This is an optimization exercise on Yosys and OpenROAD, whose aim is small area, a short achievable clock period and few clock cycles, not a production implementation. Function was checked by simulation only, so behaviour that the tests miss may differ from the original. Power and IR drop assume default switching activity.

==> flow/design.v (excerpt) <==
module exec_core (
  input  logic     clk,
  input  logic     arst_n,
  input  logic     instr_valid,
  input  mips_pkg::word_t    instr_word,
  input  mips_pkg::word_t    instr_pc,
  output logic     instr_credit,
  output logic     retire_valid,
  output mips_pkg::word_t    retire_pc,
  output mips_pkg::word_t    retire_next_pc,
  output logic     retire_wr_en,
  output mips_pkg::reg_idx_t retire_wr_idx,
  output mips_pkg::word_t    retire_wr_data,
  output logic     retire_store,
  output mips_pkg::word_t    retire_addr,
  output mips_pkg::word_t    retire_store_data,
  output logic     retire_syscall,
  output logic     retire_illegal,
  input  logic     retire_credit
);
==> flow/config.mk <==
export PLATFORM = sky130hd
export DESIGN_NAME = exec_core
export DESIGN_NICKNAME = exec_core
export VERILOG_FILES = /design/flow/design.v
export SDC_FILE = /design/flow/constraint.sdc
export NUM_CORES = 8
export LEC_CHECK = 0
export CAP_MARGIN = 20
export CORE_MARGIN = 2
export CORE_UTILIZATION = 60
export CTS_CLUSTER_DIAMETER = 100
export CTS_CLUSTER_SIZE = 20
export PLACE_DENSITY = 0.72
export SLEW_MARGIN = 20
export SYNTH_HIERARCHICAL = 1
==> flow/constraint.sdc <==
create_clock -name core_clock -period 125.0 [get_ports {clk}]
set_input_delay 25.0000 -clock core_clock [delete_from_list [all_inputs] [get_ports {clk}]]
set_output_delay 25.0000 -clock core_clock [all_outputs]
set_load 0.01 [all_outputs]
standard.sh (not shown) runs the stock make flow with config.mk's settings and CLKGATE_MAP_FILE= SYNTH_SCRIPT=/design/flow/synth_recipe.tcl, a recipe that flattens the netlist after the stock synthesis.
==> flow/flow/run.sh <==
#!/bin/bash
# Own layout flow: the standard flow (standard.sh: the standard synthesis
# and every step unchanged), with one change made through ORFS's own
# BUFFER_PORTS_ARGS variable: every input and output port is buffered by
# sky130_fd_sc_hd__buf_2 (buffer_ports otherwise picks a slow delay cell).
set -euo pipefail
export BUFFER_PORTS_ARGS="-buffer_cell sky130_fd_sc_hd__buf_2"
bash standard.sh > standard.log 2>&1
Testbench counts at the start, summed over its fixed seeds: cycles 16,359.
Rerun with:
--- a/flow/design.v
+++ b/flow/design.v
@@ -150,13 +150,12 @@
   logic        ir_v;
   logic [31:0] ir_w;
   logic [31:0] ir_pc;
   logic        cq;           
   logic        fc;           
   logic        r_v;
-  logic        r_v_o;        
   logic [2:0]  rc;           
   logic [31:0] r_pc, r_npc, r_data, r_addr;
   logic        r_wen, r_store, r_sys, r_ill;
   logic [4:0]  r_widx;
   logic [5:0] op, fn;
   logic [4:0] f_rs, f_rt, f_rd, f_sh;
@@ -211,14 +210,12 @@
   logic [2:0] rc_next;
   logic ir_v_next, fc_next;
   logic [2:0] rc_next_c, rc_next_nc;
   logic rc_ok_next, in_mf, held_mf, cq_in, cq_held, cq_next;
   assign stall = d_mf && md_busy;
   assign x_go  = ir_v && !stall && (rc > {2'b00, r_v});
-  logic x_go_o;
-  assign x_go_o = ir_v && !stall && (rc > {2'b00, r_v_o});
   assign rc_next_c  = (rc == 3'd4 && !r_v) ? 3'd4 : rc + {2'b00, !r_v};
   assign rc_next_nc = rc - {2'b00, r_v};
   assign rc_next    = retire_credit ? rc_next_c : rc_next_nc;
   assign rc_ok_next = retire_credit ? (rc_next_c > {2'b00, x_go}) : (rc_next_nc > {2'b00, x_go});
   function automatic is_mf(input [31:0] w);
     is_mf = (w[31:26] == 6'h00) && (w[5:4] == 2'b01) && !w[3] && !w[2] && !w[0];
@@ -233,34 +230,26 @@
   always_ff @(posedge clk or negedge arst_n) begin
     if (!arst_n) begin
       ir_v <= 1'b0;
       cq   <= 1'b0;
       fc   <= 1'b0;
       r_v  <= 1'b0;
-      r_v_o <= 1'b0;
       rc   <= 3'd0;
     end else begin
       ir_v <= ir_v_next;
       fc   <= fc_next;
       cq   <= cq_next;
       r_v  <= x_go;
-      r_v_o <= x_go_o;
       rc   <= rc_next;
     end
   end
-  logic        ir_ld, ir_ld_n;
-  logic [31:0] ir_w_d, ir_pc_d;
-  assign ir_ld   = !ir_v || x_go;
-  assign ir_ld_n = !ir_ld;
-  for (genvar j = 0; j < 32; j++) begin : g_ir
-    ao22 u_w  (.a1(ir_ld), .a2(instr_word[j]), .b1(ir_ld_n), .b2(ir_w[j]),  .y(ir_w_d[j]));
-    ao22 u_pc (.a1(ir_ld), .a2(instr_pc[j]),   .b1(ir_ld_n), .b2(ir_pc[j]), .y(ir_pc_d[j]));
-  end
   always_ff @(posedge clk) begin
-    ir_w  <= ir_w_d;
-    ir_pc <= ir_pc_d;
+    if (!ir_v || x_go) begin
+      ir_w  <= instr_word;
+      ir_pc <= instr_pc;
+    end
   end
   logic [31:1] vld;
   logic [31:1] sel_a, sel_b;
   logic [31:1] rwe, rwe_n;
   logic [31:0] rs_val, rt_val;
   logic [4:0]  wr_idx;
@@ -466,13 +455,13 @@
     r_widx  <= wr_idx;
     r_store <= i_sw;
     r_sys   <= s_sys;
     r_ill   <= d_illegal;
   end
   assign instr_credit      = cq;
-  assign retire_valid      = r_v_o;
+  assign retire_valid      = r_v;
   assign retire_pc         = r_pc;
   assign retire_next_pc    = r_npc;
   assign retire_wr_en      = r_wen;
   assign retire_wr_idx     = r_widx;
   assign retire_wr_data    = r_data;
   assign retire_store      = r_store;
=>
- synthesized area stays flat
- maximum frequency stays flat
- design area decreases by 0.72%
- utilization decreases by 0.42 points
- hold slack gets better by 0.051 ns
- combinational power increases by about 20%
- via count decreases by 0.96%
- wire length decreases by 0.95%
Testbench counts after the change, summed over its fixed seeds: cycles 16,359.


## alpha
Another version of the RTL of exec_core (not shown whole).
Size: roughly 240 I/O pins, about 0.14 sq mm of cells after synthesis.
clock: 125.0 ns
lec_check: 0
cap_margin: 20
core_margin: 2
core_utilization: 60
cts_cluster_diameter: 90
cts_cluster_size: 24
place_density: 0.72
slew_margin: 20
synth_hierarchical: 1
Scripts as last shown in full above: flow/flow/run.sh
Testbench counts of alpha, summed over its fixed seeds: cycles 16,359.
The inputs of beta differ from those of alpha as listed below.
diff --git a/flow/design.v b/flow/design.v
--- a/flow/design.v
+++ b/flow/design.v
@@ -239,23 +239,17 @@
       fc   <= fc_next;
       cq   <= cq_next;
       r_v  <= x_go;
       rc   <= rc_next;
     end
   end
-  logic        ir_ld, ir_ld_n;
-  logic [31:0] ir_w_d, ir_pc_d;
-  assign ir_ld   = !ir_v || x_go;
-  assign ir_ld_n = !ir_ld;
-  for (genvar j = 0; j < 32; j++) begin : g_ir
-    ao22 u_w  (.a1(ir_ld), .a2(instr_word[j]), .b1(ir_ld_n), .b2(ir_w[j]),  .y(ir_w_d[j]));
-    ao22 u_pc (.a1(ir_ld), .a2(instr_pc[j]),   .b1(ir_ld_n), .b2(ir_pc[j]), .y(ir_pc_d[j]));
-  end
   always_ff @(posedge clk) begin
-    ir_w  <= ir_w_d;
-    ir_pc <= ir_pc_d;
+    if (!ir_v || x_go) begin
+      ir_w  <= instr_word;
+      ir_pc <= instr_pc;
+    end
   end
   logic [31:1] vld;
   logic [31:1] sel_a, sel_b;
   logic [31:1] rwe, rwe_n;
   logic [31:0] rs_val, rt_val;
   logic [4:0]  wr_idx;
--- outcome ---
Status: number of nets in the layout parity (beta, alpha)
beta: number of standard-cell rows in the floorplan is 0.57% higher than what alpha reported.
The count of buffers from port buffering on alpha is in line with that on beta.
alpha → beta: post-synthesis sequential area ratio saw an increase, utilization saw a decrease, cell total after placement saw little to no change.
alpha vs beta, start point of the critical path: r_v$_DFF_PN0_ vs r_data[31]$_DFF_P_
The lower pin count of the biggest net entering global routing came out of beta.
Testbench counts of beta, summed over its fixed seeds: cycles 16,359.

[separate check: timing with driven ports]
The results above use ideal ports. As a check the final layouts listed here were re-extracted and re-timed, cells and wires unchanged. Step 1, drivers: a clkbuf_16 drives clk and a buf_2 each remaining input, both assumed. Step 2, shift: input delay + t, output delay - t, t = (earliest + latest rising clock arrival at the registers) / 2. This alone moves slack from input paths to output paths. a / b / c = no drivers / after step 1 / after step 2; a / b = the first two.
run | t (ns) | setup WS [ns] | slew at the worst register clock pin (ns) | pins driven straight from the clock port
the first run of note 1 | 1.018 | 98.563 / 98.461 / 98.808 | 0.10 / 0.10 | 1
the second run of note 1 | 0.997 | 98.591 / 98.477 / 98.876 | 0.10 / 0.10 | 1
alpha | 0.987 | 98.538 / 98.430 / 98.260 | 0.11 / 0.11 | 1
beta | 0.989 | 98.580 / 98.472 / 98.894 | 0.10 / 0.10 | 1
After both steps setup and hold are still met in every run listed. The setup slack of alpha, which loses most, moves by -0.108 ns with the drivers and by -0.278 ns with both steps.
